This design comes from an exercise in tuning for a short achievable clock period and few clock cycles on the open sky130 flow, not from production work. Only simulation tests tie the RTL to the original design; equivalence was not proved. Power figures rest on the tool's default switching activity, not on a simulated workload.

--- run.sh ---
#!/bin/bash
# synth_recipe.tcl (not shown) runs the flow's synth.tcl, then flattens the netlist and writes it again
# the make line also repeats each setting of config.mk as NAME=value (left out here)
make -C /OpenROAD-flow-scripts/flow DESIGN_CONFIG=/design/flow/config.mk WORK_HOME=/design/flow/orfs CLKGATE_MAP_FILE= SYNTH_SCRIPT=/design/flow/synth_recipe.tcl finish
--- config.mk ---
export PLATFORM = sky130hd
export DESIGN_NAME = cpu_top
export DESIGN_NICKNAME = cpu_top
export VERILOG_FILES = /design/flow/design.v
export SDC_FILE = /design/flow/constraint.sdc
export NUM_CORES = 4
export LEC_CHECK = 0
export CAP_MARGIN = 20
export CORE_MARGIN = 2
export CORE_UTILIZATION = 40
export SLEW_MARGIN = 20
--- constraint.sdc ---
create_clock -name core_clock -period 5.0 [get_ports {clk}]
set_input_delay 1.0000 -clock core_clock [delete_from_list [all_inputs] [get_ports {clk}]]
set_output_delay 1.0000 -clock core_clock [all_outputs]
set_load 0.01 [all_outputs]
--- design.v ---
`timescale 1ns/1ps
package cpu_pkg;
    localparam int XLEN       = 16;
    localparam int REG_ADDR_W = 3;
    localparam int NUM_REGS   = 8;
    localparam int IMM_W      = 4;
    typedef enum logic [1:0] {
        CLASS_MEM  = 2'b00,
        CLASS_ALU  = 2'b01,
        CLASS_JUMP = 2'b10,
        CLASS_NOP  = 2'b11
    } instr_class_t;
    typedef enum logic [2:0] {
        ADD, SUB, AND, OR, XOR, SHL, SHR, SLT
    } alu_op_t;
    typedef enum logic [2:0] {
        J_NEVER, J_ALWAYS, J_ZERO, J_NONZERO, J_NEG
    } jump_cond_t;
    localparam logic [2:0] MEM_LOAD  = 3'd0;
    localparam logic [2:0] MEM_STORE = 3'd1;
    typedef struct packed {
        instr_class_t          cls;
        logic                  form;
        logic [2:0]            op;
        logic [REG_ADDR_W-1:0] dst;
        logic [REG_ADDR_W-1:0] rs1;
        logic [REG_ADDR_W-1:0] rs2;
        logic                  unused;
    } instr_reg_t;
    typedef struct packed {
        instr_class_t          cls;
        logic                  form;
        logic [2:0]            op;
        logic [REG_ADDR_W-1:0] dst;
        logic [REG_ADDR_W-1:0] rs1;
        logic [IMM_W-1:0]      imm;
    } instr_imm_t;
    typedef union packed {
        instr_reg_t r;
        instr_imm_t i;
    } instr_word_t;
    typedef enum logic [2:0] {
        ST_IDLE, ST_FETCH, ST_DECODE, ST_REG_READ,
        ST_EXECUTE, ST_MEMORY, ST_MEM_WAIT, ST_WRITEBACK
    } stage_t;
endpackage
`timescale 1ns/1ps
module cpu_sequencer (
    input  logic   clk,
    input  logic   rst,
    output cpu_pkg::stage_t stage,
    output logic   fetch_en,
    output logic   decode_en,
    output logic   read_en,
    output logic   exec_en,
    output logic   mem_en,
    output logic   wb_en
);
    always_ff @(posedge clk or posedge rst) begin
        if (rst) begin
            stage <= cpu_pkg::ST_IDLE;
        end else begin
            case (stage)
                cpu_pkg::ST_IDLE:      stage <= cpu_pkg::ST_FETCH;
                cpu_pkg::ST_FETCH:     stage <= cpu_pkg::ST_DECODE;
                cpu_pkg::ST_DECODE:    stage <= cpu_pkg::ST_REG_READ;
                cpu_pkg::ST_REG_READ:  stage <= cpu_pkg::ST_EXECUTE;
                cpu_pkg::ST_EXECUTE:   stage <= cpu_pkg::ST_MEMORY;
                cpu_pkg::ST_MEMORY:    stage <= cpu_pkg::ST_MEM_WAIT;
                cpu_pkg::ST_MEM_WAIT:  stage <= cpu_pkg::ST_WRITEBACK;
                cpu_pkg::ST_WRITEBACK: stage <= cpu_pkg::ST_IDLE;
                default:      stage <= cpu_pkg::ST_IDLE;
            endcase
        end
    end
    assign fetch_en  = (stage == cpu_pkg::ST_FETCH);
    assign decode_en = (stage == cpu_pkg::ST_DECODE);
    assign read_en   = (stage == cpu_pkg::ST_REG_READ);
    assign exec_en   = (stage == cpu_pkg::ST_EXECUTE);
    assign mem_en    = (stage == cpu_pkg::ST_MEMORY);
    assign wb_en     = (stage == cpu_pkg::ST_WRITEBACK);
endmodule
`timescale 1ns/1ps
module instr_decoder (
    input  logic                  clk,
    input  logic                  rst,
    input  logic                  fetch_en,
    input  logic                  decode_en,
    input  logic [cpu_pkg::XLEN-1:0]       instr_in,
    output logic [cpu_pkg::REG_ADDR_W-1:0] rs1,
    output logic [cpu_pkg::REG_ADDR_W-1:0] rs2_sel,
    output logic [cpu_pkg::REG_ADDR_W-1:0] dst,
    output logic [cpu_pkg::XLEN-1:0]       imm_se,
    output logic                  use_imm,
    output cpu_pkg::alu_op_t               alu_op,
    output cpu_pkg::jump_cond_t            jump_cond,
    output logic                  imm_jump,
    output logic                  mem_write,
    output logic                  mem_load,
    output logic                  reg_write
);
    cpu_pkg::instr_word_t  word_q;
    cpu_pkg::instr_class_t cls;
    logic [2:0]   op;
    logic         is_load;
    logic         is_store;
    logic         imm_form;
    cpu_pkg::alu_op_t      alu_op_d;
    cpu_pkg::jump_cond_t   jump_cond_d;
    always_ff @(posedge clk) begin
        if (fetch_en) begin
            word_q <= instr_in;
        end
    end
    assign cls      = word_q.r.cls;
    assign op       = word_q.r.op;
    assign is_load  = (cls == cpu_pkg::CLASS_MEM) && (op == cpu_pkg::MEM_LOAD);
    assign is_store = (cls == cpu_pkg::CLASS_MEM) && (op == cpu_pkg::MEM_STORE);
    assign imm_form = word_q.r.form || is_store;
    always_comb begin
        alu_op_d    = cpu_pkg::ADD;
        jump_cond_d = cpu_pkg::J_NEVER;
        if (cls == cpu_pkg::CLASS_ALU) begin
            alu_op_d = cpu_pkg::alu_op_t'(op);
        end
        if ((cls == cpu_pkg::CLASS_JUMP) && (op <= cpu_pkg::J_NEG)) begin
            jump_cond_d = cpu_pkg::jump_cond_t'(op);
        end
    end
    always_ff @(posedge clk) begin
        if (decode_en) begin
            rs1     <= word_q.r.rs1;
            dst     <= word_q.r.dst;
            rs2_sel <= is_store ? word_q.r.dst : word_q.r.rs2;
            imm_se  <= imm_form ? {{(cpu_pkg::XLEN-cpu_pkg::IMM_W){word_q.i.imm[cpu_pkg::IMM_W-1]}}, word_q.i.imm} : '0;
        end
    end
    always_ff @(posedge clk or posedge rst) begin
        if (rst) begin
            use_imm   <= 1'b0;
            alu_op    <= cpu_pkg::ADD;
            jump_cond <= cpu_pkg::J_NEVER;
            imm_jump  <= 1'b0;
            mem_write <= 1'b0;
            mem_load  <= 1'b0;
            reg_write <= 1'b0;
        end else if (decode_en) begin
            use_imm   <= imm_form;
            alu_op    <= alu_op_d;
            jump_cond <= jump_cond_d;
            imm_jump  <= (cls == cpu_pkg::CLASS_JUMP) && word_q.i.form;
            mem_write <= is_store;
            mem_load  <= is_load;
            reg_write <= (cls == cpu_pkg::CLASS_ALU) || is_load;
        end
    end
endmodule
`timescale 1ns/1ps
module register_file (
    input  logic                  clk,
    input  logic                  rst,
    input  logic                  read_en,
    input  logic                  wb_en,
    input  logic                  reg_write,
    input  logic [cpu_pkg::REG_ADDR_W-1:0] rs1,
    input  logic [cpu_pkg::REG_ADDR_W-1:0] rs2_sel,
    input  logic [cpu_pkg::REG_ADDR_W-1:0] dst,
    input  logic [cpu_pkg::XLEN-1:0]       wb_data,
    output logic [cpu_pkg::XLEN-1:0]       operand_a,
    output logic [cpu_pkg::XLEN-1:0]       operand_b
);
    logic [cpu_pkg::XLEN-1:0] regs [cpu_pkg::NUM_REGS];
    always_ff @(posedge clk or posedge rst) begin
        if (rst) begin
            for (int i = 0; i < cpu_pkg::NUM_REGS; i++) begin
                regs[i] <= '0;
            end
        end else if (wb_en && reg_write) begin
            regs[dst] <= wb_data;
        end
    end
    always_ff @(posedge clk) begin
        if (read_en) begin
            operand_a <= regs[rs1];
            operand_b <= regs[rs2_sel];
        end
    end
endmodule
`timescale 1ns/1ps
module alu (
    input  logic            clk,
    input  logic            rst,
    input  logic            exec_en,
    input  logic [cpu_pkg::XLEN-1:0] operand_a,
    input  logic [cpu_pkg::XLEN-1:0] operand_b,
    input  logic [cpu_pkg::XLEN-1:0] imm_se,
    input  logic            use_imm,
    input  cpu_pkg::alu_op_t         alu_op,
    output logic [cpu_pkg::XLEN-1:0] alu_result
);
    logic [cpu_pkg::XLEN-1:0] in_b;
    logic [cpu_pkg::XLEN-1:0] result_d;
    assign in_b = use_imm ? imm_se : operand_b;
    always_comb begin
        case (alu_op)
            cpu_pkg::ADD:     result_d = operand_a + in_b;
            cpu_pkg::SUB:     result_d = operand_a - in_b;
            cpu_pkg::AND:     result_d = operand_a & in_b;
            cpu_pkg::OR:      result_d = operand_a | in_b;
            cpu_pkg::XOR:     result_d = operand_a ^ in_b;
            cpu_pkg::SHL:     result_d = operand_a << in_b[3:0];
            cpu_pkg::SHR:     result_d = operand_a >> in_b[3:0];
            cpu_pkg::SLT:     result_d = ($signed(operand_a) < $signed(in_b)) ? cpu_pkg::XLEN'(1) : '0;
            default: result_d = '0;
        endcase
    end
    always_ff @(posedge clk or posedge rst) begin
        if (rst) begin
            alu_result <= '0;
        end else if (exec_en) begin
            alu_result <= result_d;
        end
    end
endmodule
`timescale 1ns/1ps
module pc_unit (
    input  logic            clk,
    input  logic            rst,
    input  logic            exec_en,
    input  logic            wb_en,
    input  logic [cpu_pkg::XLEN-1:0] operand_a,
    input  logic [cpu_pkg::XLEN-1:0] operand_b,
    input  logic [cpu_pkg::XLEN-1:0] imm_se,
    input  logic            imm_jump,
    input  cpu_pkg::jump_cond_t      jump_cond,
    output logic [cpu_pkg::XLEN-1:0] pc
);
    logic            take_jump;
    logic            cond_met;
    logic [cpu_pkg::XLEN-1:0] target;
    always_comb begin
        case (jump_cond)
            cpu_pkg::J_ALWAYS:  cond_met = 1'b1;
            cpu_pkg::J_ZERO:    cond_met = (operand_a == '0);
            cpu_pkg::J_NONZERO: cond_met = (operand_a != '0);
            cpu_pkg::J_NEG:     cond_met = operand_a[cpu_pkg::XLEN-1];
            default:   cond_met = 1'b0;
        endcase
    end
    always_ff @(posedge clk or posedge rst) begin
        if (rst) begin
            take_jump <= 1'b0;
            target    <= '0;
            pc        <= '0;
        end else begin
            if (exec_en) begin
                take_jump <= cond_met;
                target    <= imm_jump ? (pc + imm_se) : operand_b;
            end
            if (wb_en) begin
                pc <= take_jump ? target : (pc + cpu_pkg::XLEN'(1));
            end
        end
    end
endmodule
`timescale 1ns/1ps
module memory_port (
    input  logic            clk,
    input  logic            rst,
    input  logic            mem_en,
    input  logic            mem_write,
    input  logic            mem_load,
    input  logic [cpu_pkg::XLEN-1:0] alu_result,
    input  logic [cpu_pkg::XLEN-1:0] operand_b,
    input  logic [cpu_pkg::XLEN-1:0] pmem_data_in,
    output logic [cpu_pkg::XLEN-1:0] pmem_addr_out,
    output logic [cpu_pkg::XLEN-1:0] pmem_data_out,
    output logic            pmem_write,
    output logic [cpu_pkg::XLEN-1:0] wb_data
);
    always_ff @(posedge clk or posedge rst) begin
        if (rst) begin
            pmem_addr_out <= '0;
            pmem_data_out <= '0;
            pmem_write    <= 1'b0;
        end else begin
            pmem_write <= mem_en && mem_write;
            if (mem_en) begin
                pmem_addr_out <= alu_result;
                pmem_data_out <= operand_b;
            end
        end
    end
    assign wb_data = mem_load ? pmem_data_in : alu_result;
endmodule
`timescale 1ns/1ps
module cpu_top (
    input  logic            clk,
    input  logic            rst,
    input  logic [cpu_pkg::XLEN-1:0] instr_in,
    input  logic [cpu_pkg::XLEN-1:0] pmem_data_in,
    output logic [cpu_pkg::XLEN-1:0] pc,
    output logic [cpu_pkg::XLEN-1:0] pmem_data_out,
    output logic [cpu_pkg::XLEN-1:0] pmem_addr_out,
    output logic            pmem_write
);
    cpu_pkg::stage_t                stage;
    logic                  fetch_en;
    logic                  decode_en;
    logic                  read_en;
    logic                  exec_en;
    logic                  mem_en;
    logic                  wb_en;
    logic [cpu_pkg::REG_ADDR_W-1:0] rs1;
    logic [cpu_pkg::REG_ADDR_W-1:0] rs2_sel;
    logic [cpu_pkg::REG_ADDR_W-1:0] dst;
    logic [cpu_pkg::XLEN-1:0]       imm_se;
    logic                  use_imm;
    cpu_pkg::alu_op_t               alu_op;
    cpu_pkg::jump_cond_t            jump_cond;
    logic                  imm_jump;
    logic                  mem_write;
    logic                  mem_load;
    logic                  reg_write;
    logic [cpu_pkg::XLEN-1:0]       operand_a;
    logic [cpu_pkg::XLEN-1:0]       operand_b;
    logic [cpu_pkg::XLEN-1:0]       alu_result;
    logic [cpu_pkg::XLEN-1:0]       wb_data;
    cpu_sequencer i_cpu_sequencer (
        .clk       (clk),
        .rst       (rst),
        .stage     (stage),
        .fetch_en  (fetch_en),
        .decode_en (decode_en),
        .read_en   (read_en),
        .exec_en   (exec_en),
        .mem_en    (mem_en),
        .wb_en     (wb_en)
    );
    instr_decoder i_instr_decoder (
        .clk       (clk),
        .rst       (rst),
        .fetch_en  (fetch_en),
        .decode_en (decode_en),
        .instr_in  (instr_in),
        .rs1       (rs1),
        .rs2_sel   (rs2_sel),
        .dst       (dst),
        .imm_se    (imm_se),
        .use_imm   (use_imm),
        .alu_op    (alu_op),
        .jump_cond (jump_cond),
        .imm_jump  (imm_jump),
        .mem_write (mem_write),
        .mem_load  (mem_load),
        .reg_write (reg_write)
    );
    register_file i_register_file (
        .clk       (clk),
        .rst       (rst),
        .read_en   (read_en),
        .wb_en     (wb_en),
        .reg_write (reg_write),
        .rs1       (rs1),
        .rs2_sel   (rs2_sel),
        .dst       (dst),
        .wb_data   (wb_data),
        .operand_a (operand_a),
        .operand_b (operand_b)
    );
    alu i_alu (
        .clk        (clk),
        .rst        (rst),
        .exec_en    (exec_en),
        .operand_a  (operand_a),
        .operand_b  (operand_b),
        .imm_se     (imm_se),
        .use_imm    (use_imm),
        .alu_op     (alu_op),
        .alu_result (alu_result)
    );
    pc_unit i_pc_unit (
        .clk       (clk),
        .rst       (rst),
        .exec_en   (exec_en),
        .wb_en     (wb_en),
        .operand_a (operand_a),
        .operand_b (operand_b),
        .imm_se    (imm_se),
        .imm_jump  (imm_jump),
        .jump_cond (jump_cond),
        .pc        (pc)
    );
    memory_port i_memory_port (
        .clk           (clk),
        .rst           (rst),
        .mem_en        (mem_en),
        .mem_write     (mem_write),
        .mem_load      (mem_load),
        .alu_result    (alu_result),
        .operand_b     (operand_b),
        .pmem_data_in  (pmem_data_in),
        .pmem_addr_out (pmem_addr_out),
        .pmem_data_out (pmem_data_out),
        .pmem_write    (pmem_write),
        .wb_data       (wb_data)
    );
endmodule
==> metrics.csv <==
stage;metric;value;unit
outcome;status;timing/DRC/antenna clean;
synthesis;Mapped Cells;1933;
drt;DRT iter0 DRCs;1362;
clock_tree;PostCTS Resize Cnt;0;
timing;period utilization;0.7986;
floorplanning;I/O Pins;83;
grt;total global-route track usage;0.2701;
worst_setup_path;WP data arrival;4.42;ns
grt;met1 Track Usage GR;0.3640;
cells_and_area;commonest non-fill, non-tap cell in the layout;nor2_1;
cells_and_area;Area growth syn-to-layout;14.99;%
drt;DR pass1 iterations;5;
timing;minimum clock period;3.993;ns
synthesis;Synth area leader;dfrtp_1;
min_path;Hold Path Class;reg2reg;
clock_tree;clk buf depth;3;
clock_tree;Hold-fix buffers, CTS;0;
timing;setup TNS;0;ns
clock_tree;CTS tree;yes;
clock_tree;CTS Buf Count;34;
synthesis;FFs w/ async S/R, synth;0.7860;
clock_tree;clock latency on the worst-skew pair;0.57;ns
worst_setup_path;Critical Path RT;5.43;ns
drt;vias per std cell;5.909;
drt;Vias;15233;
timing;max-slew violations;0;
grt;GR Overflow Total;0;
synthesis;register area share after synthesis;0.4258;
timing;Final setup viols;0;
grt;initial antenna violation count;1;
synthesis;number of synthesized flops with an enable pin;61;
floorplanning;CORE AREA;43080;sq um
worst_setup_path;worst-path maximum fanout;14;
power;PwrDens;330.4;nW/um^2
cells_and_area;layout cell share with drive strength beyond 1;0.09488;
power;maximum VDD drop;0.2152;mV
grt;GRT met2 Usage;0.4369;
clock_tree;CTS root buf;clkbuf_16;
drt;Final ANT Viol Nets;0;
grt;number of global-route vias before repair;14560;
timing;Least-Margin Pin Slew;1.069;ns
grt;pin count of the biggest net entering global routing;80;
grt;first-pass GRT wire length;91560;um
grt;GRT met3 Usage;0.03662;
drt;DRC violations left;0;
floorplanning;die width;213.0;um
placed_design;# port buffers;82;
synthesis;Warnings, synthesis;7;
floorplanning;Die Y;213.0;um
synthesis;post-synth cell types;75;
clock_tree;clock sinks;285;
synthesis;Net Count, Synth;2046;
timing;Fin. Hold Viols;0;
drt;Detailed Route WL;60110;um
clock_tree;H-tree Lvls;2;
grt;GR peak layer;met2;
timing;Max transition margin;0.2669;
timing;WHS;0.4169;ns
worst_setup_path;Crit. End Element;flop;
timing;RSZ-0062 raised after global routing;no;
clock_tree;postcts setup bufs;0;
synthesis;Synth top area share;0.3210;
synthesis;synthesized cell area;17460;sq um
clock_tree;Worst-path clk slew;0.06;ns
floorplanning;DIE AREA;45350;sq um
floorplanning;num rows;76;
synthesis;syn avg cell area;9.035;sq um
cells_and_area;post-layout util;0.4662;
drt;DR WL/cell;23.32;um
placed_design;global placement routability congestion;1.001;
synthesis;Top FF cell, synth;dfrtp_1;
synthesis;ranking of synthesized cells by area;dfrtp_1 (32%), edfxtp_1 (10%), a21oi_1 (6.9%), nor2_1 (5.7%), ha_1 (5.4%);
worst_setup_path;crit path kind;reg2reg;
floorplanning;Initial Utilization;0.4054;
cells_and_area;Nets;2079;
timing;final clock skew;0.02721;ns
cells_and_area;most frequent cells in the layout;nor2_1 (260), a21oi_1 (240), dfrtp_1 (224), nand2_1 (154), o21ai_0 (136);
worst_setup_path;Startpoint Class;flop;
placed_design;DP HPWL;42200;um
power;P_leak;7.975;nW
synthesis;#FFs+latches synth;285;
timing;FMAX;250.4;MHz
job;Max Cap Violations;0;
worst_setup_path;R2R setup slack;1.01;ns
==> cells by family after synthesis <==
| group | count (synthesis) | share of synthesized area |
|---|---|---|
| AO/OA/AOI/OAI | 599 | 0.2076 |
| flip-flops | 285 | 0.4258 |
| XOR/XNOR | 32 | 0.01605 |
| buffers and inverters | 205 | 0.04521 |
| AND/OR/NAND/NOR | 588 | 0.1467 |
| adder cells (fa/ha/maj) | 79 | 0.05789 |
| multiplexers | 145 | 0.1007 |
==> cell usage after synthesis, types with 8 or more instances <==
cell type and count:
nor2_1 266, a21oi_1 240, dfrtp_1 224, nand2_1 154, o21ai_0 136, clkbuf_1 98, ha_1 76, inv_1 76
mux2i_1 72, edfxtp_1 61, mux2_2 53, nand3_1 36, nor3_1 36, a31oi_1 25, nor2b_1 25, o211ai_1 24
a221oi_1 23, a211oi_1 21, mux4_2 19, o22ai_1 19, xnor2_1 18, a22o_1 14, and3_1 14, nand2b_1 14
xor2_1 14, a22oi_1 13, buf_1 13, nor4_1 11, buf_2 10, or3_1 9, a21o_1 8, o31ai_1 8
==> power breakdown <==
part	internal (mW)	switching, mW
Clock	1.55	1.05
Combinational	0.528	0.657
Sequential	2.59	0.265
==> registers in the layout, indices dropped and copies added, names as in the netlist, 4 cells and up <==
signal and cells:
i_register_file.operand_a 16, i_instr_decoder.word_q 16, i_alu.alu_result 16, i_pc_unit.target 16
i_memory_port.pmem_data_out 16, i_pc_unit.pc 16, i_instr_decoder.imm_se 4, i_memory_port.pmem_addr_out 16
i_register_file.regs 128, i_register_file.operand_b 16
==> area by class of cell <==
type | instances | area [sq um]
Fill cell | 4135 | 22990
Multi-Input combinational cell | 1443 | 9298
Sequential cell | 285 | 7437
Timing Repair Buffer | 119 | 1136
Clock buffer | 42 | 932.1
Tap cell | 585 | 732.0
Inverter | 83 | 315.3
Clock inverter | 20 | 230.2
Antenna cell | 1 | 2.502
==> through the flow <==
stage | std cells | total power, mW | area, sq um | setup WS, ns
after global routing | 2577 | 6.944 | 20080 | 0.7800
final | 2578 | 6.636 | 20080 | 1.007
after floorplan | 1933 | 3.540 | 17470 | 1.076
after detailed placement | 2514 | 4.068 | 18900 | 1.098
after CTS | 2576 | 6.677 | 20060 | 1.063
after global placement | 2514 | 4.048 | 18900 | 1.161
==> final timing paths <==
check,startpoint,endpoint,depth (start not counted)
setup / recovery,i_instr_decoder.imm_se[3],i_alu.alu_result[15],11
hold / removal,i_instr_decoder.word_q[5],i_instr_decoder.rs1[1],0
setup reg to reg,i_instr_decoder.imm_se[3],i_alu.alu_result[15],11
hold reg to reg,i_instr_decoder.word_q[5],i_instr_decoder.rs1[1],0
max in group asynchronous,rst,i_alu.alu_result[6],4
min in group asynchronous,rst,i_register_file.regs[1][1],2
==> worst max-delay path, stage by stage, from the launching register on <==
cell and delay, ns:
edfxtp_1 0.70, and2_1 0.59, a21oi_1 0.17, ha_1 0.43
a21oi_1 0.37, o211ai_1 0.22, a31o_2 0.32, a211oi_1 0.42
nor4_1 0.15, o2111a_1 0.25, nor3_1 0.17, o21ai_1 0.07
==> per-layer routing <==
| layer | vias up | wire (um) |
|---|---|---|
| li1 | 7033 | - |
| met1 | 7525 | 25550 |
| met2 | 555 | 28270 |
| met3 | 120 | 3802 |
| met4 | 0 | 2487 |
| met5 | - | 0 |
Testbench counts, summed over its fixed seeds: cycles 225,880.

[port drivers added, routing unchanged]
The flow's constraints put no driver on any port. The routed layout listed below was extracted and timed again, unchanged, in two steps.
Step 1 assumes that a clkbuf_16 drives the clock port and a buf_2 every other input.
Step 2, shift: input delay + t, output delay - t, t = (earliest + latest rising clock arrival at the registers) / 2. This alone moves slack from input paths to output paths.
Slacks: ideal ports / drivers / drivers and shift; pairs: ideal ports / drivers.
shift t [ns]: 0.606
setup slack, ns: 1.007 / 1.007 / 1.007
clock arrival spread, ns: 0.032 / 0.032
worst register clock-pin slew, ns: 0.06 / 0.06
cell pins on the clock port's net: 1
After both steps this run still meets setup and hold. The setup slack of this run moves by 0.000 ns with the drivers and by 0.000 ns with both steps.
